Context: an optimization exercise on an open-source flow, tuned for small area, a short achievable clock period and few clock cycles. The choices shown serve that exercise and are no tape-out recipe. The RTL was checked by simulation tests, not by an equivalence proof against the original design. No activity file was given, so power comes from the tool's default toggle rates.

[design/flow/design.v]
package isa_pkg;
    localparam logic [6:0] OPC_OP     = 7'b0110011;    
    localparam logic [6:0] OPC_OP_IMM = 7'b0010011;
    localparam logic [6:0] OPC_BRANCH = 7'b1100011;
    localparam logic [6:0] OPC_JAL    = 7'b1101111;
endpackage
package core_pkg;
    typedef struct packed {
        logic sum;               
        logic sub;               
        logic land;
        logic lor;
        logic lxor;
        logic slt;
        logic link;              
    } alu_ctl_t;
    function automatic int prefix_levels(input int n);
        prefix_levels = 0;
        while ((1 << prefix_levels) < n)
            prefix_levels++;
    endfunction
endpackage
`timescale 1ns/100ps
import isa_pkg::*;
module pc_incs (
    input  logic [32-1:0]  pc_i,
    output logic [32-1:0]  pc_inc_o,
    output logic [32-13:0] hi_p1_o,
    output logic [32-13:0] hi_m1_o
);
    assign pc_inc_o[1:0] = pc_i[1:0];
    assign pc_inc_o[2]   = !pc_i[2];
    assign hi_p1_o[0]    = !pc_i[12];
    assign hi_m1_o[0]    = !pc_i[12];
    for (genvar i = 3; i < 32; i++) begin : g_inc
        assign pc_inc_o[i] = pc_i[i] ^ (&pc_i[i-1:2]);
    end
    for (genvar i = 13; i < 32; i++) begin : g_hi
        assign hi_p1_o[i-12] = pc_i[i] ^ (&pc_i[i-1:12]);
        assign hi_m1_o[i-12] = pc_i[i] ^ !(|pc_i[i-1:12]);
    end
endmodule
module pc_lo_add (
    input  logic [11:0]         pc_i,
    input  logic [32-1:0] inst_i,
    output logic [12:0]         low_o,
    output logic                sign_o
);
    logic [12:0] off;
    logic [11:0] g;
    logic [11:0] p;
    logic [11:0] gg;
    assign off = inst_i[3] ? {inst_i[12], inst_i[20], inst_i[30:21], 1'b0}
                           : {inst_i[31], inst_i[7], inst_i[30:25], inst_i[11:8], 1'b0};
    assign g = pc_i & off[11:0];
    assign p = pc_i ^ off[11:0];
    ks_carry #(.N(12)) u_carry (
        .g_i  (g ),
        .p_i  (p ),
        .gg_o (gg)
    );
    assign low_o  = {gg[11], p[11:1] ^ gg[10:0], p[0]};
    assign sign_o = off[12];
endmodule
module fetch_unit (
    input  logic                clk,
    input  logic                rst_n_i,
    input  logic                redirect_i,
    input  logic [32-1:0] redirect_pc_i,
    input  logic [32-1:0] inst_i,
    output logic [32-1:0] pc_o,
    output logic                pred_o,      
    output logic                jal_long_o,  
    output logic [32-1:0] alt_o        
);
    logic [32-1:0]  pc_q;
    logic [32-1:0]  pc_next;
    logic [32-1:0]  pc_inc;
    logic [32-1:0]  target;
    logic [12:0]          low;
    logic                 sign;
    logic [32-13:0] hi_p1;
    logic [32-13:0] hi_m1;
    logic [32-13:0] hi;
    logic                 is_br;
    logic                 is_jal;
    logic                 jal_short;
    assign is_br     = (inst_i[6:0] == OPC_BRANCH) && (inst_i[14:13] == 2'b00);
    assign is_jal    = (inst_i[6:0] == OPC_JAL);
    assign jal_short = (inst_i[19:12] == {8{inst_i[31]}});
    assign pred_o     = (is_br && inst_i[31]) || (is_jal && jal_short);
    assign jal_long_o = is_jal && !jal_short;
    pc_incs u_pc_incs (
        .pc_i     (pc_q  ),
        .pc_inc_o (pc_inc),
        .hi_p1_o  (hi_p1 ),
        .hi_m1_o  (hi_m1 )
    );
    pc_lo_add u_pc_lo_add (
        .pc_i   (pc_q[11:0]),
        .inst_i (inst_i    ),
        .low_o  (low       ),
        .sign_o (sign      )
    );
    always_comb begin
        case ({sign, low[12]})
            2'b01:   hi = hi_p1;
            2'b10:   hi = hi_m1;
            default: hi = pc_q[32-1:12];
        endcase
    end
    assign target = {hi, low[11:0]};
    assign pc_next = redirect_i ? redirect_pc_i : (pred_o ? target : pc_inc);
    assign alt_o   = (pred_o || is_jal) ? pc_inc : target;
    assign pc_o    = pc_q;
    always_ff @(posedge clk or negedge rst_n_i) begin
        if (!rst_n_i)
            pc_q <= 32'h0000_0000;
        else
            pc_q <= pc_next;
    end
endmodule
`timescale 1ns/100ps
import isa_pkg::*;
import core_pkg::*;
module inst_decoder (
    input  logic [32-1:0]   inst_i,
    output logic [5-1:0] rs1_o,
    output logic [5-1:0] rs2_o,
    output logic [5-1:0] rd_o,
    output logic                  wen_o,       
    output core_pkg::alu_ctl_t    alu_o,
    output logic                  a_reg_o,     
    output logic                  b_reg_o,     
    output logic                  is_opi_o,
    output logic                  is_jal_o,
    output logic                  br_eq_o,
    output logic                  br_ne_o,
    output logic [32-1:0]   imm_i_o,
    output logic [32-1:0]   imm_j_o
);
    logic [6:0] opc;
    logic [2:0] f3;
    logic [6:0] f7;
    logic       is_op;
    logic       is_opi;
    logic       rd_en;
    assign opc = inst_i[6:0];
    assign f3  = inst_i[14:12];
    assign f7  = inst_i[31:25];
    assign is_op    = (opc == OPC_OP);
    assign is_opi   = (opc == OPC_OP_IMM);
    assign is_jal_o = (opc == OPC_JAL);
    assign is_opi_o = is_opi;
    assign br_eq_o  = (opc == OPC_BRANCH) && (f3 == 3'b000);
    assign br_ne_o  = (opc == OPC_BRANCH) && (f3 == 3'b001);
    assign rs1_o = inst_i[19:15];
    assign rs2_o = inst_i[24:20];
    assign rd_o  = inst_i[11:7];
    assign a_reg_o = !is_jal_o;
    assign b_reg_o = !(is_opi || is_jal_o);
    assign imm_i_o = {{(32-12){inst_i[31]}}, inst_i[31:20]};
    assign imm_j_o = {{(32-21){inst_i[31]}}, inst_i[31], inst_i[19:12], inst_i[20],
                      inst_i[30:21], 1'b0};
    always_comb begin
        alu_o = '0;
        rd_en = 1'b0;
        if (is_op) begin
            rd_en = 1'b1;
            case ({f7, f3})
                {7'b0000000, 3'b000}: alu_o.sum = 1'b1;
                {7'b0100000, 3'b000}: begin alu_o.sum = 1'b1; alu_o.sub = 1'b1; end
                {7'b0000000, 3'b010}: begin alu_o.slt = 1'b1; alu_o.sub = 1'b1; end
                {7'b0000000, 3'b100}: alu_o.lxor = 1'b1;
                {7'b0000000, 3'b110}: alu_o.lor  = 1'b1;
                {7'b0000000, 3'b111}: alu_o.land = 1'b1;
                default:              rd_en = 1'b0;    
            endcase
        end else if (is_opi) begin
            rd_en = 1'b1;
            case (f3)
                3'b000:  alu_o.sum  = 1'b1;
                3'b100:  alu_o.lxor = 1'b1;
                3'b110:  alu_o.lor  = 1'b1;
                3'b111:  alu_o.land = 1'b1;
                default: rd_en = 1'b0;                  
            endcase
        end else if (is_jal_o) begin
            rd_en      = 1'b1;
            alu_o.link = 1'b1;
        end
    end
    assign wen_o = rd_en && (rd_o != '0);
endmodule
`timescale 1ns/100ps
module g_nand2 (
    input  logic a, b,
    output logic y
);
    assign y = !(a & b);
endmodule
module g_or2 (
    input  logic a, b,
    output logic y
);
    assign y = a | b;
endmodule
module g_nand4 (
    input  logic a, b, c, d,
    output logic y
);
    assign y = !(a & b & c & d);
endmodule
module g_nor2 (
    input  logic a, b,
    output logic y
);
    assign y = !(a | b);
endmodule
module rf_rd_ao8 (
    input  logic [7:0] d_i,
    input  logic [7:0] sel_i,
    output logic       yn_o
);
    assign yn_o = !(|(d_i & sel_i));
endmodule
module rf_rd_bit (
    input  logic [32-1:0] d_i,
    input  logic [32-1:0] sel_i,
    output logic                 q_o
);
    logic [3:0] u;
    logic [1:0] v;
    for (genvar k = 0; k < 4; k++) begin : g_u
        rf_rd_ao8 u_ao (.d_i(d_i[8*k +: 8]), .sel_i(sel_i[8*k +: 8]), .yn_o(u[k]));
    end
    g_nand2 u_v0 (.a(u[0]), .b(u[1]), .y(v[0]));
    g_nand2 u_v1 (.a(u[2]), .b(u[3]), .y(v[1]));
    g_or2   u_q  (.a(v[0]), .b(v[1]), .y(q_o));
endmodule
module regfile (
    input  logic                  clk,
    input  logic                  rst_n_i,
    input  logic [5-1:0] rs1_i,
    input  logic [5-1:0] rs2_i,
    output logic [32-1:0]   rs1_data_o,
    output logic [32-1:0]   rs2_data_o,
    input  logic                  we_i,
    input  logic [5-1:0] wd_idx_i,
    input  logic [32-1:0]   wd_data_i
);
    logic [32-1:0]  regs_q [1:32-1];
    logic [32-1:1] valid_q;
    logic [32-1:0] sel1;
    logic [32-1:0] sel2;
    always_ff @(posedge clk or negedge rst_n_i) begin
        if (!rst_n_i) begin
            valid_q <= '0;
        end else if (we_i && wd_idx_i != '0) begin
            valid_q[wd_idx_i] <= 1'b1;
        end
    end
    always_ff @(posedge clk) begin
        if (we_i && wd_idx_i != '0) begin
            regs_q[wd_idx_i] <= wd_data_i;
        end
    end
    assign sel1[0] = 1'b0;
    assign sel2[0] = 1'b0;
    for (genvar i = 1; i < 32; i++) begin : g_sel
        assign sel1[i] = (rs1_i == i) && valid_q[i];
        assign sel2[i] = (rs2_i == i) && valid_q[i];
    end
    for (genvar j = 0; j < 32; j++) begin : g_rd
        logic [32-1:0] col;
        assign col[0] = 1'b0;
        for (genvar i = 1; i < 32; i++) begin : g_col
            assign col[i] = regs_q[i][j];
        end
        rf_rd_bit u_rd1 (.d_i(col), .sel_i(sel1), .q_o(rs1_data_o[j]));
        rf_rd_bit u_rd2 (.d_i(col), .sel_i(sel2), .q_o(rs2_data_o[j]));
    end
endmodule
`timescale 1ns/100ps
import core_pkg::*;
module opnd_bit (
    input  logic rf_i,
    input  logic alt_i,
    input  logic sel_rf_i,
    input  logic inv_i,
    output logic y_o
);
    assign y_o = (sel_rf_i ? rf_i : alt_i) ^ inv_i;
endmodule
module issue_stage (
    input  logic                  clk,
    input  logic                  rst_n_i,
    input  logic                  flush_i,
    input  logic [32-1:0]   pc_i,
    input  logic [32-1:0]   rs1_data_i,
    input  logic [32-1:0]   rs2_data_i,
    input  logic [5-1:0] rs1_i,
    input  logic [5-1:0] rs2_i,
    input  logic [5-1:0] rd_i,
    input  logic                  wen_i,
    input  core_pkg::alu_ctl_t    alu_i,
    input  logic                  a_reg_i,
    input  logic                  b_reg_i,
    input  logic                  is_opi_i,
    input  logic                  is_jal_i,
    input  logic                  br_eq_i,
    input  logic                  br_ne_i,
    input  logic [32-1:0]   imm_i_i,
    input  logic [32-1:0]   imm_j_i,
    input  logic                  pred_i,
    input  logic                  jal_long_i,
    input  logic [32-1:0]   alt_i,
    input  logic                  ex_wen_i,
    input  logic [5-1:0] ex_rd_i,
    input  logic                  wb_wen_i,
    input  logic [5-1:0] wb_rd_i,
    input  logic [32-1:0]   wb_data_i,
    output logic                  ex_valid_o,
    output logic                  ex_wen_o,
    output logic [5-1:0] ex_rd_o,
    output core_pkg::alu_ctl_t    ex_alu_o,
    output logic                  ex_jal_o,
    output logic                  ex_jal_long_o,
    output logic                  ex_r_eq_o,    
    output logic                  ex_r_ne_o,    
    output logic [32-1:0]   ex_a_o,
    output logic [32-1:0]   ex_b_o,
    output logic [32-1:0]   ex_alt_o,
    output logic                  ex_a_wb_o,    
    output logic                  ex_b_wbp_o,   
    output logic                  ex_b_wbn_o,   
    output logic                  ex_b_oth_o    
);
    logic                a_wb;
    logic                b_wb;
    logic                sel_rf_a;
    logic                sel_rf_b;
    logic [32-1:0] a_alt;
    logic [32-1:0] b_alt;
    logic [32-1:0] a_val;
    logic [32-1:0] b_val;
    assign sel_rf_a = !is_jal_i && !(wb_wen_i && rs1_i == wb_rd_i);
    assign sel_rf_b = !is_jal_i && !is_opi_i && !(wb_wen_i && rs2_i == wb_rd_i);
    assign a_alt    = is_jal_i ? pc_i : wb_data_i;
    assign b_alt    = is_opi_i ? imm_i_i : (is_jal_i ? imm_j_i : wb_data_i);
    for (genvar i = 0; i < 32; i++) begin : g_opnd
        opnd_bit u_a (.rf_i(rs1_data_i[i]), .alt_i(a_alt[i]), .sel_rf_i(sel_rf_a),
                      .inv_i(1'b0), .y_o(a_val[i]));
        opnd_bit u_b (.rf_i(rs2_data_i[i]), .alt_i(b_alt[i]), .sel_rf_i(sel_rf_b),
                      .inv_i(alu_i.sub), .y_o(b_val[i]));
    end
    assign a_wb = a_reg_i && ex_wen_i && (rs1_i == ex_rd_i);
    assign b_wb = b_reg_i && ex_wen_i && (rs2_i == ex_rd_i);
    always_ff @(posedge clk or negedge rst_n_i) begin
        if (!rst_n_i)
            ex_valid_o <= 1'b0;
        else
            ex_valid_o <= !flush_i;
    end
    always_ff @(posedge clk) begin
        ex_wen_o   <= wen_i;
        ex_rd_o    <= rd_i;
        ex_alu_o   <= alu_i;
        ex_jal_o   <= is_jal_i;
        ex_jal_long_o <= jal_long_i;
        ex_a_o     <= a_val;
        ex_b_o     <= b_val;                               
        ex_r_eq_o  <= (br_eq_i && !pred_i) || (br_ne_i && pred_i);
        ex_r_ne_o  <= (br_eq_i && pred_i) || (br_ne_i && !pred_i);
        ex_alt_o   <= alt_i;
        ex_a_wb_o  <= a_wb;
        ex_b_wbp_o <= b_wb && !alu_i.sub;
        ex_b_wbn_o <= b_wb && alu_i.sub;
        ex_b_oth_o <= !b_wb;
    end
endmodule
`timescale 1ns/100ps
import core_pkg::*;
module pfx_dot_n (
    input  logic gl, pl, gr, pr,
    output logic gn, pn
);
    assign gn = !(gl | (pl & gr));
    assign pn = !(pl & pr);
endmodule
module pfx_dot_p (
    input  logic gln, pln, grn, prn,
    output logic g, p
);
    assign g = !(gln & (pln | grn));
    assign p = !(pln | prn);
endmodule
module pfx_gdot_n (
    input  logic gl, pl, gr,
    output logic gn
);
    assign gn = !(gl | (pl & gr));
endmodule
module pfx_gdot_p (
    input  logic gln, pln, grn,
    output logic g
);
    assign g = !(gln & (pln | grn));
endmodule
module pfx_inv (
    input  logic a,
    output logic y
);
    assign y = !a;
endmodule
module ks_carry #(
    parameter int N = 31
) (
    input  logic [N-1:0] g_i,
    input  logic [N-1:0] p_i,
    output logic [N-1:0] gg_o
);
    localparam int L = core_pkg::prefix_levels(N);
    wire [(L+1)*N-1:0] gv;
    wire [(L+1)*N-1:0] pv;
    assign gv[N-1:0] = g_i;
    assign pv[N-1:0] = p_i;
    for (genvar k = 1; k <= L; k++) begin : g_lvl
        localparam int D = 1 << (k - 1);
        for (genvar i = 0; i < N; i++) begin : g_bit
            if (i < D) begin : g_pass
                pfx_inv u_inv (.a(gv[(k-1)*N+i]), .y(gv[k*N+i]));
                assign pv[k*N+i] = 1'b0;
            end else if (i < 2 * D) begin : g_gdot
                if (k % 2 == 1) begin : g_n
                    pfx_gdot_n u_cell (.gl(gv[(k-1)*N+i]), .pl(pv[(k-1)*N+i]),
                                       .gr(gv[(k-1)*N+i-D]), .gn(gv[k*N+i]));
                end else begin : g_p
                    pfx_gdot_p u_cell (.gln(gv[(k-1)*N+i]), .pln(pv[(k-1)*N+i]),
                                       .grn(gv[(k-1)*N+i-D]), .g(gv[k*N+i]));
                end
                assign pv[k*N+i] = 1'b0;
            end else begin : g_dot
                if (k % 2 == 1) begin : g_n
                    pfx_dot_n u_cell (.gl(gv[(k-1)*N+i]), .pl(pv[(k-1)*N+i]),
                                      .gr(gv[(k-1)*N+i-D]), .pr(pv[(k-1)*N+i-D]),
                                      .gn(gv[k*N+i]), .pn(pv[k*N+i]));
                end else begin : g_p
                    pfx_dot_p u_cell (.gln(gv[(k-1)*N+i]), .pln(pv[(k-1)*N+i]),
                                      .grn(gv[(k-1)*N+i-D]), .prn(pv[(k-1)*N+i-D]),
                                      .g(gv[k*N+i]), .p(pv[k*N+i]));
                end
            end
        end
    end
    assign gg_o = gv[L*N +: N];
endmodule
module g_nor4 (
    input  logic a, b, c, d,
    output logic y
);
    assign y = !(a | b | c | d);
endmodule
module zero32 (
    input  logic [31:0] p_i,
    output logic        z_o
);
    logic [7:0] t;
    logic [1:0] u;
    for (genvar k = 0; k < 8; k++) begin : g_t
        g_nor4 u_t (.a(p_i[4*k]), .b(p_i[4*k+1]), .c(p_i[4*k+2]), .d(p_i[4*k+3]), .y(t[k]));
    end
    g_nand4 u_u0 (.a(t[0]), .b(t[1]), .c(t[2]), .d(t[3]), .y(u[0]));
    g_nand4 u_u1 (.a(t[4]), .b(t[5]), .c(t[6]), .d(t[7]), .y(u[1]));
    g_nor2  u_z  (.a(u[0]), .b(u[1]), .y(z_o));
endmodule
module g_mux2 (
    input  logic s, a1, a0,
    output logic y
);
    assign y = s ? a1 : a0;
endmodule
module alu_bit #(
    parameter bit CIN = 1'b0         
) (
    input  logic wb_i,
    input  logic xa_i,
    input  logic xb_i,
    input  logic alt_i,
    input  logic cin_i,
    input  logic a_wb_i,
    input  logic b_wbp_i,
    input  logic b_wbn_i,
    input  logic b_oth_i,
    input  logic land_i,
    input  logic lor_i,
    input  logic lxor_i,
    input  logic link_i,
    output logic a_o,
    output logic g_o,
    output logic p_o,
    output logic oth_o
);
    logic b;
    assign a_o   = a_wb_i ? wb_i : xa_i;
    assign b     = (b_wbp_i & wb_i) | (b_wbn_i & !wb_i) | (b_oth_i & xb_i);
    assign p_o   = a_o ^ b;
    assign g_o   = CIN ? ((a_o & b) | (p_o & cin_i)) : (a_o & b);
    assign oth_o = (land_i & a_o & b) | (lor_i & (a_o | b)) | (lxor_i & p_o) | (link_i & alt_i);
endmodule
module alu_res (
    input  logic p_i,
    input  logic cn_i,
    input  logic oth_i,
    input  logic sum_i,
    output logic s_o,
    output logic res_o
);
    assign s_o   = p_i ^ !cn_i;
    assign res_o = sum_i ? s_o : oth_i;
endmodule
module exec_unit (
    input  logic                  clk,
    input  logic                  rst_n_i,
    input  logic                  ex_valid_i,
    input  logic                  ex_wen_i,
    input  logic [5-1:0] ex_rd_i,
    input  core_pkg::alu_ctl_t    ex_alu_i,
    input  logic                  ex_jal_i,
    input  logic                  ex_jal_long_i,
    input  logic                  ex_r_eq_i,
    input  logic                  ex_r_ne_i,
    input  logic [32-1:0]   ex_a_i,
    input  logic [32-1:0]   ex_b_i,
    input  logic [32-1:0]   ex_alt_i,
    input  logic                  ex_a_wb_i,
    input  logic                  ex_b_wbp_i,
    input  logic                  ex_b_wbn_i,
    input  logic                  ex_b_oth_i,
    output logic                  redirect_o,
    output logic [32-1:0]   redirect_pc_o,
    output logic                  flush_o,
    output logic                  ex_fwd_en_o,
    output logic                  wb_valid_o,
    output logic [5-1:0] wb_rd_o,
    output logic [32-1:0]   wb_result_o
);
    logic [32-1:0] a;
    logic [32-1:0] g;
    logic [32-1:0] p;
    logic [32-1:0] oth;
    logic [32-1:0] s;
    logic [32-1:0] res;
    logic [32-2:0] cn;            
    logic [32-1:0] jt_q;          
    logic                jl_pend_q;
    logic                jl_now;
    logic                redirect_now;
    logic                lt;
    logic                eq;
    logic                r_if_eq;
    logic                r_if_ne;
    for (genvar i = 0; i < 32; i++) begin : g_bit
        alu_bit #(.CIN(i == 0)) u_bit (
            .wb_i    (wb_result_o[i]),
            .xa_i    (ex_a_i[i]     ),
            .xb_i    (ex_b_i[i]     ),
            .alt_i   (ex_alt_i[i]   ),
            .cin_i   (ex_alu_i.sub  ),
            .a_wb_i  (ex_a_wb_i     ),
            .b_wbp_i (ex_b_wbp_i    ),
            .b_wbn_i (ex_b_wbn_i    ),
            .b_oth_i (ex_b_oth_i    ),
            .land_i  (ex_alu_i.land ),
            .lor_i   (ex_alu_i.lor  ),
            .lxor_i  (ex_alu_i.lxor ),
            .link_i  (ex_alu_i.link ),
            .a_o     (a[i]          ),
            .g_o     (g[i]          ),
            .p_o     (p[i]          ),
            .oth_o   (oth[i]        )
        );
    end
    ks_carry #(.N(32-1)) u_carry (
        .g_i  (g[32-2:0]),
        .p_i  (p[32-2:0]),
        .gg_o (cn             )
    );
    for (genvar i = 1; i < 32; i++) begin : g_res
        alu_res u_res (
            .p_i   (p[i]         ),
            .cn_i  (cn[i-1]      ),
            .oth_i (oth[i]       ),
            .sum_i (ex_alu_i.sum ),
            .s_o   (s[i]         ),
            .res_o (res[i]       )
        );
    end
    assign s[0]   = p[0] ^ ex_alu_i.sub;
    assign lt     = p[32-1] ? cn[32-2] : a[32-1];
    assign res[0] = ex_alu_i.slt ? lt : (ex_alu_i.sum ? s[0] : oth[0]);
    zero32 u_eq (.p_i(p), .z_o(eq));
    assign jl_now        = ex_valid_i && ex_jal_long_i;
    assign r_if_eq       = (ex_valid_i && ex_r_eq_i) || jl_pend_q;
    assign r_if_ne       = (ex_valid_i && ex_r_ne_i) || jl_pend_q;
    g_mux2 u_redirect (.s(eq), .a1(r_if_eq), .a0(r_if_ne), .y(redirect_o));
    assign redirect_pc_o = jl_pend_q ? jt_q : ex_alt_i;
    assign flush_o       = redirect_o || jl_now;
    assign ex_fwd_en_o   = ex_valid_i && ex_wen_i;
    always_ff @(posedge clk or negedge rst_n_i) begin
        if (!rst_n_i) begin
            wb_valid_o <= 1'b0;
            jl_pend_q  <= 1'b0;
        end else begin
            wb_valid_o <= ex_fwd_en_o;
            jl_pend_q  <= jl_now;
        end
    end
    always_ff @(posedge clk) begin
        wb_rd_o     <= ex_rd_i;
        wb_result_o <= res;
        jt_q        <= s;
    end
endmodule
`timescale 1ns/100ps
import isa_pkg::*;
import core_pkg::*;
module rv_core_top (
    input  logic                  clk,
    input  logic                  rst_n_i,
    input  logic [32-1:0]   inst_i,
    output logic [32-1:0]   pc_o,
    output logic                  wb_valid_o,
    output logic [5-1:0] wb_rd_o,
    output logic [32-1:0]   wb_data_o
);
    logic                  redirect;
    logic [32-1:0]   redirect_pc;
    logic                  f_pred;
    logic                  f_jal_long;
    logic                  flush;
    logic [32-1:0]   f_alt;
    logic [5-1:0] id_rs1;
    logic [5-1:0] id_rs2;
    logic [5-1:0] id_rd;
    logic                  id_wen;
    core_pkg::alu_ctl_t    id_alu;
    logic                  id_a_reg;
    logic                  id_b_reg;
    logic                  id_is_opi;
    logic                  id_is_jal;
    logic                  id_br_eq;
    logic                  id_br_ne;
    logic [32-1:0]   id_imm_i;
    logic [32-1:0]   id_imm_j;
    logic [32-1:0]   rs1_data;
    logic [32-1:0]   rs2_data;
    logic                  ex_valid;
    logic                  ex_wen;
    logic [5-1:0] ex_rd;
    core_pkg::alu_ctl_t    ex_alu;
    logic                  ex_jal;
    logic                  ex_jal_long;
    logic                  ex_r_eq;
    logic                  ex_r_ne;
    logic [32-1:0]   ex_a;
    logic [32-1:0]   ex_b;
    logic [32-1:0]   ex_alt;
    logic                  ex_a_wb;
    logic                  ex_b_wbp;
    logic                  ex_b_wbn;
    logic                  ex_b_oth;
    logic                  ex_fwd_en;
    fetch_unit u_fetch_unit (
        .clk           (clk         ),
        .rst_n_i       (rst_n_i     ),
        .redirect_i    (redirect    ),
        .redirect_pc_i (redirect_pc ),
        .inst_i        (inst_i      ),
        .pc_o          (pc_o        ),
        .pred_o        (f_pred      ),
        .jal_long_o    (f_jal_long  ),
        .alt_o         (f_alt       )
    );
    inst_decoder u_inst_decoder (
        .inst_i        (inst_i      ),
        .rs1_o         (id_rs1      ),
        .rs2_o         (id_rs2      ),
        .rd_o          (id_rd       ),
        .wen_o         (id_wen      ),
        .alu_o         (id_alu      ),
        .a_reg_o       (id_a_reg    ),
        .b_reg_o       (id_b_reg    ),
        .is_opi_o      (id_is_opi   ),
        .is_jal_o      (id_is_jal   ),
        .br_eq_o       (id_br_eq    ),
        .br_ne_o       (id_br_ne    ),
        .imm_i_o       (id_imm_i    ),
        .imm_j_o       (id_imm_j    )
    );
    regfile u_regfile (
        .clk           (clk         ),
        .rst_n_i       (rst_n_i     ),
        .rs1_i         (id_rs1      ),
        .rs2_i         (id_rs2      ),
        .rs1_data_o    (rs1_data    ),
        .rs2_data_o    (rs2_data    ),
        .we_i          (wb_valid_o  ),
        .wd_idx_i      (wb_rd_o     ),
        .wd_data_i     (wb_data_o   )
    );
    issue_stage u_issue_stage (
        .clk           (clk         ),
        .rst_n_i       (rst_n_i     ),
        .flush_i       (flush       ),
        .pc_i          (pc_o        ),
        .rs1_data_i    (rs1_data    ),
        .rs2_data_i    (rs2_data    ),
        .rs1_i         (id_rs1      ),
        .rs2_i         (id_rs2      ),
        .rd_i          (id_rd       ),
        .wen_i         (id_wen      ),
        .alu_i         (id_alu      ),
        .a_reg_i       (id_a_reg    ),
        .b_reg_i       (id_b_reg    ),
        .is_opi_i      (id_is_opi   ),
        .is_jal_i      (id_is_jal   ),
        .br_eq_i       (id_br_eq    ),
        .br_ne_i       (id_br_ne    ),
        .imm_i_i       (id_imm_i    ),
        .imm_j_i       (id_imm_j    ),
        .pred_i        (f_pred      ),
        .jal_long_i    (f_jal_long  ),
        .alt_i         (f_alt       ),
        .ex_wen_i      (ex_fwd_en   ),
        .ex_rd_i       (ex_rd       ),
        .wb_wen_i      (wb_valid_o  ),
        .wb_rd_i       (wb_rd_o     ),
        .wb_data_i     (wb_data_o   ),
        .ex_valid_o    (ex_valid    ),
        .ex_wen_o      (ex_wen      ),
        .ex_rd_o       (ex_rd       ),
        .ex_alu_o      (ex_alu      ),
        .ex_jal_o      (ex_jal      ),
        .ex_jal_long_o (ex_jal_long ),
        .ex_r_eq_o     (ex_r_eq     ),
        .ex_r_ne_o     (ex_r_ne     ),
        .ex_a_o        (ex_a        ),
        .ex_b_o        (ex_b        ),
        .ex_alt_o      (ex_alt      ),
        .ex_a_wb_o     (ex_a_wb     ),
        .ex_b_wbp_o    (ex_b_wbp    ),
        .ex_b_wbn_o    (ex_b_wbn    ),
        .ex_b_oth_o    (ex_b_oth    )
    );
    exec_unit u_exec_unit (
        .clk           (clk         ),
        .rst_n_i       (rst_n_i     ),
        .ex_valid_i    (ex_valid    ),
        .ex_wen_i      (ex_wen      ),
        .ex_rd_i       (ex_rd       ),
        .ex_alu_i      (ex_alu      ),
        .ex_jal_i      (ex_jal      ),
        .ex_jal_long_i (ex_jal_long ),
        .ex_r_eq_i     (ex_r_eq     ),
        .ex_r_ne_i     (ex_r_ne     ),
        .ex_a_i        (ex_a        ),
        .ex_b_i        (ex_b        ),
        .ex_alt_i      (ex_alt      ),
        .ex_a_wb_i     (ex_a_wb     ),
        .ex_b_wbp_i    (ex_b_wbp    ),
        .ex_b_wbn_i    (ex_b_wbn    ),
        .ex_b_oth_i    (ex_b_oth    ),
        .redirect_o    (redirect    ),
        .redirect_pc_o (redirect_pc ),
        .flush_o       (flush       ),
        .ex_fwd_en_o   (ex_fwd_en   ),
        .wb_valid_o    (wb_valid_o  ),
        .wb_rd_o       (wb_rd_o     ),
        .wb_result_o   (wb_data_o   )
    );
endmodule
[design/flow/run.sh]
#!/bin/bash
# synth_recipe.tcl (not shown) runs the flow's synth.tcl, then flattens the netlist and writes it again
# the make line also repeats each setting of config.mk as NAME=value (left out here)
make -C /OpenROAD-flow-scripts/flow DESIGN_CONFIG=/design/flow/config.mk WORK_HOME=/design/flow/orfs CLKGATE_MAP_FILE= SYNTH_SCRIPT=/design/flow/synth_recipe.tcl finish
[design/flow/config.mk]
export PLATFORM = sky130hd
export DESIGN_NAME = rv_core_top
export DESIGN_NICKNAME = rv_core_top
export VERILOG_FILES = /design/flow/design.v
export SDC_FILE = /design/flow/constraint.sdc
export NUM_CORES = 4
export LEC_CHECK = 0
export CAP_MARGIN = 20
export CORE_MARGIN = 2
export CORE_UTILIZATION = 40
export CTS_CLUSTER_DIAMETER = 100
export CTS_CLUSTER_SIZE = 20
export SETUP_SLACK_MARGIN = 2.0
export SLEW_MARGIN = 20
export SYNTH_HIERARCHICAL = 1
export SYNTH_MINIMUM_KEEP_SIZE = 0
export TNS_END_PERCENT = 0
[design/flow/constraint.sdc]
create_clock -name core_clock -period 5.0 [get_ports {clk}]
set_input_delay 1.0000 -clock core_clock [delete_from_list [all_inputs] [get_ports {clk}]]
set_output_delay 1.0000 -clock core_clock [all_outputs]
set_load 0.01 [all_outputs]
==> impl_metrics.tcl, run 1 <==
set metrics [dict create \
    crit_type "input port to register" \
    power.leakage_nw 23.5 \
    worst-path-max-fanout 24 \
    met3_length_um 30000 \
    h-tree-depth 3 \
    grt_start_max_net_pins 67 \
    port_buffers 103 \
    vias 47500 \
    clk-insertion-delay-late_ps 730 \
    tightestPinTransition_ps 1180 \
    fill_cells 13400 \
    postSynthAreaPerCell_um2 12.7 \
    clkTransAtPathRegs_ps 90 \
    dp.cells 7086 \
    cts_buffers 74 \
    reg2regPathDepth 14 \
    slew_viol_final 0 \
    rsz0062_at_grt "yes" \
    arrival_ps 4030 \
    dieArea_um2 156000 \
    finalHoldViolations 0 \
    drt_iter0_markers 6382 \
    wl_um 241000 \
    r2r_start "u_issue_stage.ex_b_wbn_o" \
    min_path_type "input port to async pin" \
    vdd_ir_drop_max_mv 0.325 \
    fin_crit_sh_pct 68.0 \
    top_level_ports 104 \
    top_layer "met5" \
    syn_area_um2 61200 \
    root_buffer "clkbuf_16" \
    initial_core_util_pct 40.3 \
    drive_above_1_share_pct 18.5 \
    drv_cap 0 \
    clock_tree.buffer_depth 3 \
    tns_ps 0 \
    fp.dieW_um 395 \
    grt_pass1_wl_um 338000 \
    fin_nets 5307 \
    dp_hpwl_um 149000 \
    first_pass_iters 8 \
    relSlewSlack_pct 21.4 \
    r2r_setup_slack_ps 1640 \
    p_per_area_nw_per_um2 313 \
    cp_data_required_time_ps 5640 \
    met2_wirelength_um 106000 \
    grt.total_usage_pct 30.0 \
    met1Wirelength_um 94200 \
    wl_per_cell_um 33.1 \
    vias_per_cell 6.50 \
    syn_inst 4800 \
    end_kind "register" \
    r2r_end "u_fetch_unit.pc_q[14]" \
    gr-total-overflow 0 \
    placementRows 143 \
    cts_sinks 1243 \
    ant_nets 0 \
    start_kind "input port" \
    syn_to_final_growth_pct 16.6 \
    fmax_mhz 294 \
    core-area_um2 152000 \
    final.min_clock_period_ps 3400 \
    hold_buffers 0 \
    post-route-drc-count 0 \
    yosysWarnings 11 \
    die_y_um 395 \
    gp_congestion 0.954 \
    setup_viol 0 \
    cts_tree "done" \
    grt_pass1_vias 45400 \
    finClkSkew_ps 42.6 \
    outcome "complete, no violations" \
    fin_cells 7302 \
    antenna_found_initial 20 \
]
## stage by stage
step / setup WS [ps] / cell area [µm²] / total power [mW] / hold WS, ps / util (%)
after CTS: 1750 / 71100 / 22.2 / 387 / 46.8
final: 1600 / 71300 / 22.3 / 340 / 47.0
after floorplan: 1280 / 61800 / 14.3 / 375 / -
after global routing: 1540 / 71300 / 23.0 / 367 / 47.0
after global placement: 201 / 66600 / 15.5 / 379 / 43.9
after detailed placement: 181 / 66600 / 15.5 / 382 / 43.9
## final cells by class
type | count | area, µm² | area share, %
Antenna cell | 4 | 10.0 | 0.0140
Clock buffer | 99 | 1970 | 2.76
Clock inverter | 14 | 153 | 0.214
Inverter | 107 | 407 | 0.570
Multi-Input combinational cell | 3398 | 26500 | 37.2
Sequential cell | 1243 | 35200 | 49.4
Tap cell | 2030 | 2540 | 3.56
Timing Repair Buffer | 407 | 4490 | 6.30
## cells in the final DEF, fill, tap and decap left out, types with 46 or more instances in the layout
| master | count |
|---|---|
| a22oi_1 | 1044 |
| edfxtp_1 | 992 |
| nand2_1 | 321 |
| and4_1 | 258 |
| buf_4 | 183 |
| conb_1 | 163 |
| nor2_1 | 160 |
| xnor2_1 | 151 |
| dfxtp_1 | 145 |
| mux2i_1 | 129 |
| inv_1 | 98 |
| a21oi_2 | 98 |
| o21ai_0 | 85 |
| clkbuf_16 | 75 |
| clkdlybuf4s50_1 | 75 |
| buf_12 | 75 |
| mux2_4 | 69 |
| or2_1 | 64 |
| dfrtp_1 | 64 |
| and3_1 | 61 |
| nor2b_1 | 60 |
| a22o_1 | 60 |
| o21ai_2 | 52 |
| nor3_1 | 46 |
## sequential cells by signal, indices dropped and copies added (netlist names), 5 cells and up
register / cells
u_issue_stage.ex_a_o: 32
u_issue_stage.ex_b_o: 32
u_issue_stage.ex_alt_o: 32
u_exec_unit.wb_result_o: 32
u_fetch_unit.pc_q: 32
u_exec_unit.wb_rd_o: 5
u_regfile.regs_q: 992
u_regfile.valid_q: 31
u_issue_stage.ex_rd_o: 5
u_exec_unit.jt_q: 32
u_issue_stage.ex_alu_o: 7
## worst max-delay path by stage
stage,cells past startpoint,start,endpoint,slack [ps]
global placement,16,inst_i[9],u_fetch_unit.pc_q[28],200
global route,15,u_issue_stage.ex_a_wb_o,u_fetch_unit.pc_q[8],1540
floorplan,10,u_issue_stage.ex_b_oth_o,u_fetch_unit.pc_q[12],1280
CTS,14,u_issue_stage.ex_a_wb_o,u_fetch_unit.pc_q[30],1750
finish,10,inst_i[15],u_issue_stage.ex_a_o[20],1600
detailed placement,16,inst_i[3],u_fetch_unit.pc_q[30],180
## power by group
part	total [mW]	internal, mW	switching [mW]
clock	6.38	2.81	3.57
sequential	12.0	11.5	0.593
combinational	3.88	1.71	2.17
total	22.3	16.0	6.34
## metal layers
| layer | global-route usage [%] | vias up |
|---|---|---|
| met5 | 0 | - |
| met4 | 12.4 | 20 |
| met3 | 8.84 | 585 |
| met2 | 45.2 | 3095 |
| met1 | 40.2 | 23900 |
| li1 | - | 19900 |
## critical path, cell delays in order
cell and delay (ps):
clkdlybuf4s50_1 790, nor3b_1 430, and3_1 300, buf_12 250, a22oi_1 100, and4_1 240, nand2_1 240, or2_1 340
mux2i_1 150, xnor2_1 160
## timing repair
item	CTS	global route
endpoints found under the setup margin	586	307
gates cloned	11	0
buffers inserted	82	5
resized for setup	304	29
pin swaps	40	13
Testbench counts, summed over its fixed seeds: cycles 42,089.
==> run 2: changes to the inputs <==
--- a/design/flow/design.v
+++ b/design/flow/design.v
@@ -88,7 +88,7 @@
     assign is_br     = (inst_i[6:0] == OPC_BRANCH) && (inst_i[14:13] == 2'b00);
     assign is_jal    = (inst_i[6:0] == OPC_JAL);
     assign jal_short = (inst_i[19:12] == {8{inst_i[31]}});
-    assign pred_o     = (is_br && inst_i[31]) || (is_jal && jal_short);
+    assign pred_o     = (is_br && (inst_i[31] || inst_i[12])) || (is_jal && jal_short);
     assign jal_long_o = is_jal && !jal_short;
     pc_incs u_pc_incs (
         .pc_i     (pc_q  ),
@@ -253,16 +253,18 @@
     logic [32-1:1] valid_q;
     logic [32-1:0] sel1;
     logic [32-1:0] sel2;
-    always_ff @(posedge clk or negedge rst_n_i) begin
-        if (!rst_n_i) begin
-            valid_q <= '0;
-        end else if (we_i && wd_idx_i != '0) begin
-            valid_q[wd_idx_i] <= 1'b1;
+    for (genvar i = 1; i < 32; i++) begin : g_wr
+        logic we;
+        assign we = we_i && (wd_idx_i == i);
+        always_ff @(posedge clk or negedge rst_n_i) begin
+            if (!rst_n_i)
+                valid_q[i] <= 1'b0;
+            else if (we)
+                valid_q[i] <= 1'b1;
         end
-    end
-    always_ff @(posedge clk) begin
-        if (we_i && wd_idx_i != '0) begin
-            regs_q[wd_idx_i] <= wd_data_i;
+        always_ff @(posedge clk) begin
+            if (we)
+                regs_q[i] <= wd_data_i;
         end
     end
     assign sel1[0] = 1'b0;
@@ -292,6 +294,13 @@
 );
     assign y_o = (sel_rf_i ? rf_i : alt_i) ^ inv_i;
 endmodule
+module sel_reg (
+    input  logic       clk,
+    input  logic [3:0] d_i,
+    output logic [3:0] q_o
+);
+    always_ff @(posedge clk) q_o <= d_i;
+endmodule
 module issue_stage (
     input  logic                  clk,
     input  logic                  rst_n_i,
@@ -331,10 +340,10 @@
     output logic [32-1:0]   ex_a_o,
     output logic [32-1:0]   ex_b_o,
     output logic [32-1:0]   ex_alt_o,
-    output logic                  ex_a_wb_o,    
-    output logic                  ex_b_wbp_o,   
-    output logic                  ex_b_wbn_o,   
-    output logic                  ex_b_oth_o    
+    output logic [3:0]            ex_a_wb_o,    
+    output logic [3:0]            ex_b_wbp_o,   
+    output logic [3:0]            ex_b_wbn_o,   
+    output logic [3:0]            ex_b_oth_o    
 );
     logic                a_wb;
     logic                b_wb;
@@ -348,6 +357,13 @@
     assign sel_rf_b = !is_jal_i && !is_opi_i && !(wb_wen_i && rs2_i == wb_rd_i);
     assign a_alt    = is_jal_i ? pc_i : wb_data_i;
     assign b_alt    = is_opi_i ? imm_i_i : (is_jal_i ? imm_j_i : wb_data_i);
+    for (genvar k = 0; k < 4; k++) begin : g_sel
+        sel_reg u_sel (
+            .clk (clk),
+            .d_i ({a_wb, b_wb && !alu_i.sub, b_wb && alu_i.sub, !b_wb}),
+            .q_o ({ex_a_wb_o[k], ex_b_wbp_o[k], ex_b_wbn_o[k], ex_b_oth_o[k]})
+        );
+    end
     for (genvar i = 0; i < 32; i++) begin : g_opnd
         opnd_bit u_a (.rf_i(rs1_data_i[i]), .alt_i(a_alt[i]), .sel_rf_i(sel_rf_a),
                       .inv_i(1'b0), .y_o(a_val[i]));
@@ -373,10 +389,6 @@
         ex_r_eq_o  <= (br_eq_i && !pred_i) || (br_ne_i && pred_i);
         ex_r_ne_o  <= (br_eq_i && pred_i) || (br_ne_i && !pred_i);
         ex_alt_o   <= alt_i;
-        ex_a_wb_o  <= a_wb;
-        ex_b_wbp_o <= b_wb && !alu_i.sub;
-        ex_b_wbn_o <= b_wb && alu_i.sub;
-        ex_b_oth_o <= !b_wb;
     end
 endmodule
 `timescale 1ns/100ps
@@ -533,10 +545,10 @@
     input  logic [32-1:0]   ex_a_i,
     input  logic [32-1:0]   ex_b_i,
     input  logic [32-1:0]   ex_alt_i,
-    input  logic                  ex_a_wb_i,
-    input  logic                  ex_b_wbp_i,
-    input  logic                  ex_b_wbn_i,
-    input  logic                  ex_b_oth_i,
+    input  logic [3:0]            ex_a_wb_i,    
+    input  logic [3:0]            ex_b_wbp_i,
+    input  logic [3:0]            ex_b_wbn_i,
+    input  logic [3:0]            ex_b_oth_i,
     output logic                  redirect_o,
     output logic [32-1:0]   redirect_pc_o,
     output logic                  flush_o,
@@ -567,10 +579,10 @@
             .xb_i    (ex_b_i[i]     ),
             .alt_i   (ex_alt_i[i]   ),
             .cin_i   (ex_alu_i.sub  ),
-            .a_wb_i  (ex_a_wb_i     ),
-            .b_wbp_i (ex_b_wbp_i    ),
-            .b_wbn_i (ex_b_wbn_i    ),
-            .b_oth_i (ex_b_oth_i    ),
+            .a_wb_i  (ex_a_wb_i[i/8] ),
+            .b_wbp_i (ex_b_wbp_i[i/8]),
+            .b_wbn_i (ex_b_wbn_i[i/8]),
+            .b_oth_i (ex_b_oth_i[i/8]),
             .land_i  (ex_alu_i.land ),
             .lor_i   (ex_alu_i.lor  ),
             .lxor_i  (ex_alu_i.lxor ),
@@ -666,10 +678,10 @@
     logic [32-1:0]   ex_a;
     logic [32-1:0]   ex_b;
     logic [32-1:0]   ex_alt;
-    logic                  ex_a_wb;
-    logic                  ex_b_wbp;
-    logic                  ex_b_wbn;
-    logic                  ex_b_oth;
+    logic [3:0]            ex_a_wb;
+    logic [3:0]            ex_b_wbp;
+    logic [3:0]            ex_b_wbn;
+    logic [3:0]            ex_b_oth;
     logic                  ex_fwd_en;
     fetch_unit u_fetch_unit (
         .clk           (clk         ),
==> run 2 against run 1 <==
Net effect: still clean; maximum frequency up 2.3%; first-iteration DRC count is 0.58% lower; sequential power about the same; via count is 3.9% lower; clock skew increased by 17 ps; critical endpoint is now u_fetch_unit.pc_q[7].
==> impl_metrics.tcl, run 2 <==
set metrics [dict create \
    vdd_ir_drop_max_mv 0.292 \
    top_layer "met5" \
    slowest_stage "dfxtp_4" \
    r2r_setup_slack_ps 1680 \
    setup_viol 0 \
    drv_cap 0 \
    grt_pass1_vias 42900 \
    top_register "u_regfile.regs_q" \
    port_buffers 103 \
    syn_area_um2 60200 \
    arrival_ps 3910 \
    fin_nets 5102 \
    p_per_area_nw_per_um2 320 \
    fin_crit_sh_pct 66.4 \
    met3_length_um 27400 \
    postSynthAreaPerCell_um2 13.1 \
    gr-total-overflow 0 \
    cpPeakStageDelay_ps 550 \
    r2r_start "u_exec_unit.wb_result_o[14]" \
    hold_buffers 0 \
    cp_data_required_time_ps 5590 \
    grt_start_max_net_pins 67 \
    largest_register_ffs 992 \
    final_common_cell "a22oi_1" \
    clkTransAtPathRegs_ps 100 \
    die_y_um 392 \
    met2_wirelength_um 102000 \
    reg2regPathDepth 11 \
    path_delay_family "compound AO/OA/AOI/OAI gates" \
    clock_tree.buffer_depth 3 \
    core-area_um2 150000 \
    cts_tree "done" \
    ant_nets 0 \
    wl_per_cell_um 32.2 \
    fmax_mhz 301 \
    final.min_clock_period_ps 3320 \
    cts_sinks 1255 \
    min_path_type "input port to async pin" \
    final_core_util_pct 46.8 \
    tns_ps 0 \
    worst-path-max-fanout 11 \
    final_cell_mix "a22oi_1, edfxtp_1, nand2_1" \
    grt.total_usage_pct 28.9 \
    clk-insertion-delay-late_ps 760 \
    dp_hpwl_um 146000 \
    crit_type "register to register" \
    fp.dieW_um 392 \
    vias 45700 \
    gp_congestion 0.949 \
    finClkSkew_ps 59.6 \
    r2r_end "u_fetch_unit.pc_q[7]" \
    met1Wirelength_um 89600 \
    antenna_found_initial 11 \
    root_buffer "clkbuf_16" \
    yosysWarnings 13 \
    tightestPinTransition_ps 1170 \
    placementRows 142 \
    drt_iter0_markers 6345 \
    syn_to_final_growth_pct 16.4 \
    timing.critical_path.from "u_exec_unit.wb_result_o[14]" \
    slew_viol_final 0 \
    initial_core_util_pct 40.2 \
    multi_input_area_um2 25000 \
    syn_inst 4603 \
    power.leakage_nw 22.5 \
    ff_latch_area_um2 35500 \
    grt_pass1_wl_um 318000 \
    h-tree-depth 3 \
    dieArea_um2 153000 \
    wl_um 229000 \
    finalHoldViolations 0 \
    first_pass_iters 8 \
    rsz0062_at_grt "yes" \
    vias_per_cell 6.43 \
    outcome "complete, no violations" \
    top_level_ports 104 \
    start_kind "register" \
    drive_above_1_share_pct 17.9 \
    relSlewSlack_pct 22.0 \
    cts_buffers 74 \
    timing.critical_path.buf_inv 2 \
    post-route-drc-count 0 \
    fill_cells 13400 \
    end_kind "register" \
    crit_chain "nor2b_1 > a221oi_4 > xnor2_2 > nor4_2 > nand4_1 > nor2_2 > mux2_4 > inv_2 > a22o_4 > buf_12 > a221o_1" \
]
run 2: layout make-up:
type / count / area share (%)
diodes: 4 / 0.0143
inverters: 103 / 0.554
flip-flops and latches: 1255 / 50.7
clock buffers: 113 / 2.97
clock inverters: 10 / 0.232
multi-input cells: 3201 / 35.7
well taps: 2016 / 3.60
repair buffers: 402 / 6.23
run 2: repair_timing:
action,in CTS,in global routing
pin swaps,37,21
gates resized for setup,230,67
buffers inserted,50,24
gates cloned,5,1
setup endpoints to repair,656,445
run 2: routing by layer:
layer / vias up / GRT usage, %
li1: 19200 / -
met1: 23100 / 39.2
met2: 2834 / 44.7
met3: 473 / 7.35
met4: 12 / 10.7
met5: - / 0
run 2: stage by stage:
step           power [mW]  hold slack, ps  cells  area [µm²]  setup WS [ps]
2_1_floorplan        14.3             375   4762       60800           1410
3_3_place_gp         15.5             387   6897       65600            260
3_5_place_dp         15.5             383   6897       65600            239
4_1_cts              22.3             200   7075       69500           1730
5_1_grt              23.1             215   7101       70000           1660
6_report             22.4             209   7104       70000           1680
run 2: worst max path at each step:
stage | endpoint | cells after the start | slack, ps
detailed placement | u_fetch_unit.pc_q[24] | 15 | 240
finish | u_fetch_unit.pc_q[7] | 11 | 1680
floorplan | u_fetch_unit.pc_q[13] | 15 | 1410
global route | u_fetch_unit.pc_q[7] | 11 | 1660
global placement | u_fetch_unit.pc_q[12] | 16 | 260
CTS | u_fetch_unit.pc_q[25] | 14 | 1730
run 2: power breakdown:
group          internal (mW)  switching, mW
logic                   1.63           2.18
clock network           2.93           3.62
registers               11.6          0.484
run 2: worst register-to-register path, stage by stage, from the launching register on:
cell and delay (ps):
dfxtp_4 550, nor2b_1 150, a221oi_4 460, xnor2_2 230, nor4_2 250, nand4_1 150
nor2_2 190, mux2_4 290, inv_2 60, a22o_4 320, buf_12 180, a221o_1 360
Testbench counts of run 2, summed over its fixed seeds: cycles 41,846.
==> run 3: changes to the inputs <==
--- a/design/flow/design.v
+++ b/design/flow/design.v
@@ -76,12 +76,10 @@
     logic [32-1:0]  pc_q;
     logic [32-1:0]  pc_next;
     logic [32-1:0]  pc_inc;
-    logic [32-1:0]  target;
     logic [12:0]          low;
     logic                 sign;
     logic [32-13:0] hi_p1;
     logic [32-13:0] hi_m1;
-    logic [32-13:0] hi;
     logic                 is_br;
     logic                 is_jal;
     logic                 jal_short;
@@ -102,16 +100,31 @@
         .low_o  (low       ),
         .sign_o (sign      )
     );
-    always_comb begin
-        case ({sign, low[12]})
-            2'b01:   hi = hi_p1;
-            2'b10:   hi = hi_m1;
-            default: hi = pc_q[32-1:12];
-        endcase
-    end
-    assign target = {hi, low[11:0]};
-    assign pc_next = redirect_i ? redirect_pc_i : (pred_o ? target : pc_inc);
-    assign alt_o   = (pred_o || is_jal) ? pc_inc : target;
+    logic                 use_inc;
+    logic [32-13:0] t0;
+    logic [32-13:0] t1;
+    logic [32-1:0]  n0;
+    logic [32-1:0]  n1;
+    logic [32-1:0]  a0;
+    logic [32-1:0]  a1;
+    logic [32-1:0]  fetch_next;
+    assign use_inc = pred_o || is_jal;
+    assign t0 = sign ? hi_m1 : pc_q[32-1:12];
+    assign t1 = sign ? pc_q[32-1:12] : hi_p1;
+    assign n0 = pred_o  ? {t0, 12'b0} : pc_inc;
+    assign n1 = pred_o  ? {t1, 12'b0} : pc_inc;
+    assign a0 = use_inc ? pc_inc : {t0, 12'b0};
+    assign a1 = use_inc ? pc_inc : {t1, 12'b0};
+    for (genvar i = 0; i < 32; i++) begin : g_next
+        if (i < 12) begin : g_lo
+            g_mux2 u_f (.s(pred_o),  .a1(low[i]),  .a0(pc_inc[i]), .y(fetch_next[i]));
+            g_mux2 u_a (.s(use_inc), .a1(pc_inc[i]), .a0(low[i]), .y(alt_o[i]));
+        end else begin : g_hi
+            g_mux2 u_f (.s(low[12]), .a1(n1[i]), .a0(n0[i]), .y(fetch_next[i]));
+            g_mux2 u_a (.s(low[12]), .a1(a1[i]), .a0(a0[i]), .y(alt_o[i]));
+        end
+        g_mux2 u_n (.s(redirect_i), .a1(redirect_pc_i[i]), .a0(fetch_next[i]), .y(pc_next[i]));
+    end
     assign pc_o    = pc_q;
     always_ff @(posedge clk or negedge rst_n_i) begin
         if (!rst_n_i)
@@ -531,6 +544,13 @@
     assign s_o   = p_i ^ !cn_i;
     assign res_o = sum_i ? s_o : oth_i;
 endmodule
+module byp_reg (
+    input  logic        clk,
+    input  logic [31:0] d_i,
+    output logic [31:0] q_o
+);
+    always_ff @(posedge clk) q_o <= d_i;
+endmodule
 module exec_unit (
     input  logic                  clk,
     input  logic                  rst_n_i,
@@ -558,6 +578,7 @@
     output logic [32-1:0]   wb_result_o
 );
     logic [32-1:0] a;
+    logic [32-1:0] byp;
     logic [32-1:0] g;
     logic [32-1:0] p;
     logic [32-1:0] oth;
@@ -574,7 +595,7 @@
     logic                r_if_ne;
     for (genvar i = 0; i < 32; i++) begin : g_bit
         alu_bit #(.CIN(i == 0)) u_bit (
-            .wb_i    (wb_result_o[i]),
+            .wb_i    (byp[i]        ),
             .xa_i    (ex_a_i[i]     ),
             .xb_i    (ex_b_i[i]     ),
             .alt_i   (ex_alt_i[i]   ),
@@ -628,6 +649,7 @@
             jl_pend_q  <= jl_now;
         end
     end
+    byp_reg u_byp (.clk(clk), .d_i(res), .q_o(byp));
     always_ff @(posedge clk) begin
         wb_rd_o     <= ex_rd_i;
         wb_result_o <= res;
==> run 3 against run 2 <==
Net effect: clock power is 0.8% higher; clock-buffer cell count is 1 higher; worst hold slack worse by 41 ps; cell count is 0.68% higher; critical path depth is 1 higher; global-route usage is 0.68 points lower; setup slack better by 16 ps; routed wire length is 1.1% higher; total power is 12% higher; sequential share of layout area is 0.48 points higher; register-to-register slack better by 40 ps; flip-flop and latch count is 32 higher; critical path type is now input port to register; largest power group unchanged.
==> impl_metrics.tcl, run 3 <==
set metrics [dict create \
    final_common_cell "a22oi_1" \
    p_per_area_nw_per_um2 355 \
    wl_per_cell_um 32.4 \
    finClkSkew_ps 43.7 \
    wl_um 232000 \
    fmax_mhz 303 \
    finalHoldViolations 0 \
    fin_nets 5114 \
    yosysWarnings 14 \
    top_level_ports 104 \
    setup_viol 0 \
    cts_sinks 1287 \
    drive_above_1_share_pct 17.7 \
    vias 45600 \
    root_buffer "clkbuf_16" \
    largest_register_ffs 992 \
    tns_ps 0 \
    gp_congestion 0.942 \
    slowest_stage "and3_1" \
    syn_inst 4703 \
    setup_ws_ps 1700 \
    drv_cap 0 \
    timing.critical_path.buf_inv 4 \
    first_pass_iters 8 \
    crit_type "input port to register" \
    arrival_ps 3960 \
    cts_buffers 75 \
    initial_core_util_pct 40.3 \
    post-route-drc-count 0 \
    tightestPinTransition_ps 1100 \
    gr-total-overflow 0 \
    crit_path_frequent_cell "buf_4" \
    syn_area_um2 62300 \
    clk-insertion-delay-late_ps 740 \
    outcome "complete, no violations" \
    end_kind "register" \
    rsz0062_at_grt "yes" \
    fin_crit_sh_pct 66.1 \
    placementRows 144 \
    fp.dieW_um 399 \
    grt_start_max_net_pins 64 \
    drt_iter0_markers 6449 \
    antenna_found_initial 29 \
    clock_tree.buffer_depth 3 \
    vias_per_cell 6.37 \
    h-tree-depth 3 \
    dp_hpwl_um 149000 \
    min_path_type "input port to async pin" \
    relSlewSlack_pct 26.6 \
    grt.total_usage_pct 28.3 \
    core-area_um2 154000 \
    crit_chain "dlygate4sd2_1 > buf_4 > buf_4 > and3b_1 > and3_1 > buf_4 > a22oi_1 > and4_1 > nand2_1 > or2_1 > mux2i_1 > xnor2_1" \
    dieArea_um2 159000 \
    cts_tree "done" \
    ant_nets 0 \
    power.leakage_nw 24.1 \
    vdd_ir_drop_max_mv 0.248 \
    port_buffers 103 \
    cpPeakStageDelay_ps 680 \
    worst-path-max-fanout 11 \
    final_cell_mix "a22oi_1, edfxtp_1, and4_1" \
    slew_viol_final 0 \
    start_kind "input port" \
    postSynthAreaPerCell_um2 13.2 \
    final.min_clock_period_ps 3300 \
    syn_to_final_growth_pct 13.1 \
    grt_pass1_wl_um 321000 \
    grt_pass1_vias 43300 \
    place_ws_ps 605 \
    cp_data_required_time_ps 5660 \
    top_register "u_regfile.regs_q" \
    clkTransAtPathRegs_ps 100 \
    path_delay_family "simple AND/OR/NAND/NOR gates" \
    die_y_um 399 \
]
[run 3: cell types whose count changed in the layout (fill, tap and decap cells not counted), moves of 21 or more]
cell and change:
a221o_1 -32, buf_12 -21, buf_4 -59, dfxtp_1 +55
inv_1 +28, mux2_4 +113, mux2i_1 +50
[run 3: worst paths after layout]
check | startpoint | to | slack (ps) | cells past startpoint
max | inst_i[18] | u_issue_stage.ex_a_o[10] | 1700 | 12
min | rst_n_i | u_fetch_unit.pc_q[12] | 170 | 1
max reg2reg | u_issue_stage.g_sel[3].u_sel.q_o[3] | u_fetch_unit.pc_q[28] | 1720 | 8
min reg2reg | u_issue_stage.ex_rd_o[2] | u_exec_unit.wb_rd_o[2] | 400 | 0
max in group asynchronous | rst_n_i | u_exec_unit.jl_pend_q | 3710 | 2
min in group core_clock | u_issue_stage.ex_rd_o[2] | u_exec_unit.wb_rd_o[2] | 400 | 0
[run 3: layout make-up]
class,instances,area [µm²]
fillers,13800,83900
multi-input cells,3263,25900
well taps,2044,2560
diodes,9,22.5
clock buffers,114,2050
clock inverters,11,151
flip-flops and latches,1287,36100
inverters,123,470
repair buffers,301,3200
[run 3: report_power, final]
group / internal (mW) / switching (mW) / leakage, nW / total, mW
sequential: 11.9 / 0.658 / 12.1 / 12.5
clock: 2.90 / 3.71 / 1.06 / 6.61
combinational: 2.87 / 3.01 / 10.9 / 5.87
[run 3: worst register-to-register path, stage by stage, from the launching register on]
cell	delay (ps)
dfxtp_2	520
mux2i_2	350
inv_1	90
xnor2_1	250
nor4_2	400
nand4_1	370
nor2_4	300
mux2_8	500
mux2_4	380
[run 3: through the flow]
| stage | area, µm² | util (%) | hold WS, ps | std cells | power, mW |
|---|---|---|---|---|---|
| detailed placement | 67400 | 43.7 | 387 | 7005 | 18.3 |
| global route | 70500 | 45.6 | 165 | 7144 | 25.9 |
| floorplan | 62900 | - | 375 | 4862 | 16.8 |
| global placement | 67400 | 43.7 | 386 | 7005 | 18.3 |
| CTS | 70100 | 45.4 | 146 | 7137 | 25.0 |
| finish | 70500 | 45.6 | 168 | 7152 | 25.0 |
[run 3: what timing repair did]
action	in CTS	in global routing
pin swaps	5	5
hold endpoints to repair	0	0
gates cloned	4	1
buffers inserted	3	5
endpoints found under the setup margin	350	556
gates resized for setup	99	61
hold buffers	0	0
[run 3: routing by layer]
| metal | vias up | share of wire, % | global-route usage, % | wire length (µm) |
|---|---|---|---|---|
| met2 | 2797 | 44 | 42.8 | 102000 |
| met1 | 23000 | 40 | 38.9 | 93000 |
| met4 | 8 | 3.6 | 9.70 | 8230 |
| met5 | - | 0.018 | 0 | 41 |
| li1 | 19300 | - | - | - |
| met3 | 441 | 12 | 7.99 | 28300 |
Testbench counts of run 3, summed over its fixed seeds: cycles 41,846.
==> run 4: changes to the inputs <==
--- a/design/flow/design.v
+++ b/design/flow/design.v
@@ -575,7 +575,8 @@
     output logic                  ex_fwd_en_o,
     output logic                  wb_valid_o,
     output logic [5-1:0] wb_rd_o,
-    output logic [32-1:0]   wb_result_o
+    output logic [32-1:0]   wb_result_o,
+    output logic [32-1:0]   wb_copy_o     
 );
     logic [32-1:0] a;
     logic [32-1:0] byp;
@@ -650,6 +651,7 @@
         end
     end
     byp_reg u_byp (.clk(clk), .d_i(res), .q_o(byp));
+    byp_reg u_wbc (.clk(clk), .d_i(res), .q_o(wb_copy_o));
     always_ff @(posedge clk) begin
         wb_rd_o     <= ex_rd_i;
         wb_result_o <= res;
@@ -705,6 +707,7 @@
     logic [3:0]            ex_b_wbn;
     logic [3:0]            ex_b_oth;
     logic                  ex_fwd_en;
+    logic [32-1:0]   wb_copy;
     fetch_unit u_fetch_unit (
         .clk           (clk         ),
         .rst_n_i       (rst_n_i     ),
@@ -741,7 +744,7 @@
         .rs2_data_o    (rs2_data    ),
         .we_i          (wb_valid_o  ),
         .wd_idx_i      (wb_rd_o     ),
-        .wd_data_i     (wb_data_o   )
+        .wd_data_i     (wb_copy     )
     );
     issue_stage u_issue_stage (
         .clk           (clk         ),
@@ -770,7 +773,7 @@
         .ex_rd_i       (ex_rd       ),
         .wb_wen_i      (wb_valid_o  ),
         .wb_rd_i       (wb_rd_o     ),
-        .wb_data_i     (wb_data_o   ),
+        .wb_data_i     (wb_copy     ),
         .ex_valid_o    (ex_valid    ),
         .ex_wen_o      (ex_wen      ),
         .ex_rd_o       (ex_rd       ),
@@ -811,6 +814,7 @@
         .ex_fwd_en_o   (ex_fwd_en   ),
         .wb_valid_o    (wb_valid_o  ),
         .wb_rd_o       (wb_rd_o     ),
-        .wb_result_o   (wb_data_o   )
+        .wb_result_o   (wb_data_o   ),
+        .wb_copy_o     (wb_copy     )
     );
 endmodule
==> design/flow/flow/run.sh (new file) <==
#!/bin/bash
set -euo pipefail
export BUFFER_PORTS_ARGS="-buffer_cell sky130_fd_sc_hd__buf_4"
bash standard.sh > standard_flow.log 2>&1
==> design/flow/standard.sh (new file) <==
#!/bin/bash
# synth_recipe.tcl (not shown) runs the flow's synth.tcl, then flattens the netlist and writes it again
# the make line also repeats each setting of config.mk as NAME=value (left out here)
make -C /OpenROAD-flow-scripts/flow DESIGN_CONFIG=/design/flow/config.mk WORK_HOME=/design/flow/orfs CLKGATE_MAP_FILE= SYNTH_SCRIPT=/design/flow/synth_recipe.tcl "${@:-finish}"
removed: design/flow/run.sh
==> run 4 against run 3 <==
Net effect: cell count is 0.35% higher; design area is 0.78% lower; combinational power is 2% lower; clock-buffer cell count is 12 higher; largest power group unchanged.
==> impl_metrics.tcl, run 4 <==
set metrics [dict create \
    antenna_found_initial 21 \
    gr-total-overflow 0 \
    wl_um 225000 \
    dieArea_um2 161000 \
    vias_per_cell 6.32 \
    fmax_mhz 298 \
    cts_buffers 76 \
    grt_pass1_wl_um 315000 \
    grt_pass1_vias 43200 \
    port_buffers 103 \
    reg2regPathDepth 8 \
    r2r_setup_slack_ps 1640 \
    vias 45400 \
    post-route-drc-count 0 \
    wl_per_cell_um 31.3 \
    root_buffer "clkbuf_16" \
    worst-path-max-fanout 17 \
    multi_input_area_um2 25700 \
    outcome "complete, no violations" \
    syn_area_um2 62900 \
    placed_cell_area_um2 67300 \
    setup_viol 0 \
    finClkSkew_ps 44.8 \
    grt_start_max_net_pins 64 \
    initial_core_util_pct 40.3 \
    ant_nets 0 \
    syn_to_final_growth_pct 11.1 \
    cts_tree "done" \
    finalHoldViolations 0 \
    first_pass_iters 6 \
    clkTransAtPathRegs_ps 90 \
    fin_nets 5125 \
    top_level_ports 104 \
    fin_crit_sh_pct 67.2 \
    placementRows 145 \
    drv_cap 0 \
    drt_iter0_markers 5789 \
    h-tree-depth 3 \
    fin_area_um2 69900 \
    p_per_area_nw_per_um2 360 \
    clk-insertion-delay-late_ps 740 \
    vdd_ir_drop_max_mv 0.280 \
    gp_congestion 0.967 \
    min_path_type "input port to async pin" \
    power.leakage_nw 24.1 \
    place_ws_ps 988 \
    die_y_um 401 \
    end_kind "register" \
    arrival_ps 3940 \
    crit_type "register to register" \
    clock_tree.buffer_depth 3 \
    r2r_end "u_fetch_unit.pc_q[29]" \
    final_cell_mix "a22oi_1, edfxtp_1, buf_4" \
    grt.total_usage_pct 27.0 \
    relSlewSlack_pct 25.6 \
    yosysWarnings 14 \
    cts_sinks 1319 \
    core-area_um2 156000 \
    start_kind "register" \
    tns_ps 0 \
    syn_inst 4735 \
    cp_data_required_time_ps 5580 \
    r2r_start "u_issue_stage.g_sel[3].u_sel.q_o[3]" \
    rsz0062_at_grt "yes" \
    setup_ws_ps 1640 \
    postSynthAreaPerCell_um2 13.3 \
    drive_above_1_share_pct 18.0 \
    fp.dieW_um 401 \
    top_register "u_regfile.regs_q" \
    tightestPinTransition_ps 1120 \
    ff_latch_area_um2 36700 \
    fill_cells 14100 \
    slew_viol_final 0 \
    final.min_clock_period_ps 3360 \
    finalPower_mw 25.2 \
    largest_register_ffs 992 \
    dp_hpwl_um 146000 \
    final_common_cell "a22oi_1" \
    final_core_util_pct 44.8 \
]
[run 4: cell types whose count changed in the layout (fill, tap and decap cells not counted), sizes merged, moves of 2 or more]
cell           delta
buf              +81
clkbuf            +9
clkdlybuf4s15     -2
clkdlybuf4s50    -81
dfxtp            +32
diode             -7
dlygate4sd2      -16
inv               -2
[run 4: what timing repair did]
action	in CTS	in global routing
gates cloned	2	0
setup endpoints to repair	433	523
hold buffers	0	0
resized for setup	30	17
pin swaps	3	4
buffers inserted	3	0
[run 4: per-layer routing]
metal / part of all wire [%] / vias up / routed length, µm / track usage (%)
met5: 0.048 / - / 108 / 0
met1: 41 / 23000 / 91400 / 36.5
met4: 3.5 / 18 / 7840 / 9.22
li1: - / 19300 / - / -
met2: 45 / 2581 / 102000 / 42.5
met3: 10 / 458 / 23300 / 6.37
[run 4: final cells by class]
class	instances	share of cell area [%]
sequential	1319	52.4
multi-input combinational	3263	36.7
tap	2058	3.68
timing repair buffer	279	3.25
clock buffer	126	3.08
inverter	123	0.662
clock inverter	7	0.175
antenna	2	0.00716
[run 4: stage by stage]
stage          cells  hold WS (ps)
2_1_floorplan   4894           375
3_3_place_gp    7037           386
3_5_place_dp    7037           391
4_1_cts         7175           228
6_report        7177           255
5_1_grt         7175           250
[run 4: worst max path at each step]
stage | start | to | slack, ps | cells after the start
CTS | u_fetch_unit.pc_q[12] | u_fetch_unit.pc_q[31] | 1720 | 12
global route | u_exec_unit.wb_valid_o | u_regfile.regs_q[7][19] | 1630 | 3
global placement | inst_i[31] | u_fetch_unit.pc_q[31] | 960 | 10
floorplan | inst_i[15] | u_fetch_unit.pc_q[0] | 1410 | 8
detailed placement | inst_i[31] | u_fetch_unit.pc_q[31] | 990 | 10
finish | u_issue_stage.g_sel[3].u_sel.q_o[3] | u_fetch_unit.pc_q[29] | 1640 | 8
[run 4: worst max-delay path, cell delays in order, from the launching register on]
cell and delay [ps]:
dfxtp_2 500, mux2i_1 320, inv_1 200, xnor2_2 290
nor4_2 330, nand4_1 370, nor2_4 330, mux2_8 500
mux2_4 340
[run 4: power breakdown]
part | internal, mW | switching [mW]
clock network | 3.00 | 3.72
registers | 12.1 | 0.585
logic | 2.74 | 3.00
Testbench counts of run 4, summed over its fixed seeds: cycles 41,846.

-- static timing again, ports no longer ideal --
The results above use ideal ports. As a check the final layouts listed here were re-extracted and re-timed, cells and wires unchanged.
Step 1: set_driving_cell puts a clkbuf_16 on clk and a buf_2 on each other input, an assumption about the parent block.
Step 2 also shifts input and output timing later by t, the mid clock arrival at the registers, as if the neighbouring blocks saw the same clock.
Slacks: ideal ports / drivers / drivers and shift; pairs: ideal ports / drivers.
run	t, ns	slack for setup (ns)	worst hold slack (ns)
run 1	0.786	1.602 / 1.565 / 0.779	0.340 / 0.301 / 0.387
run 2	0.812	1.679 / 1.659 / 0.851	0.209 / 0.149 / 0.395
run 3	0.799	1.696 / 1.724 / 0.952	0.168 / 0.113 / 0.399
run 4	0.791	1.641 / 1.641 / 0.885	0.255 / 0.202 / 0.404
After both steps every run listed still meets setup and hold. The setup slack of run 2, which loses most, moves by -0.020 ns with the drivers and by -0.828 ns with both steps.
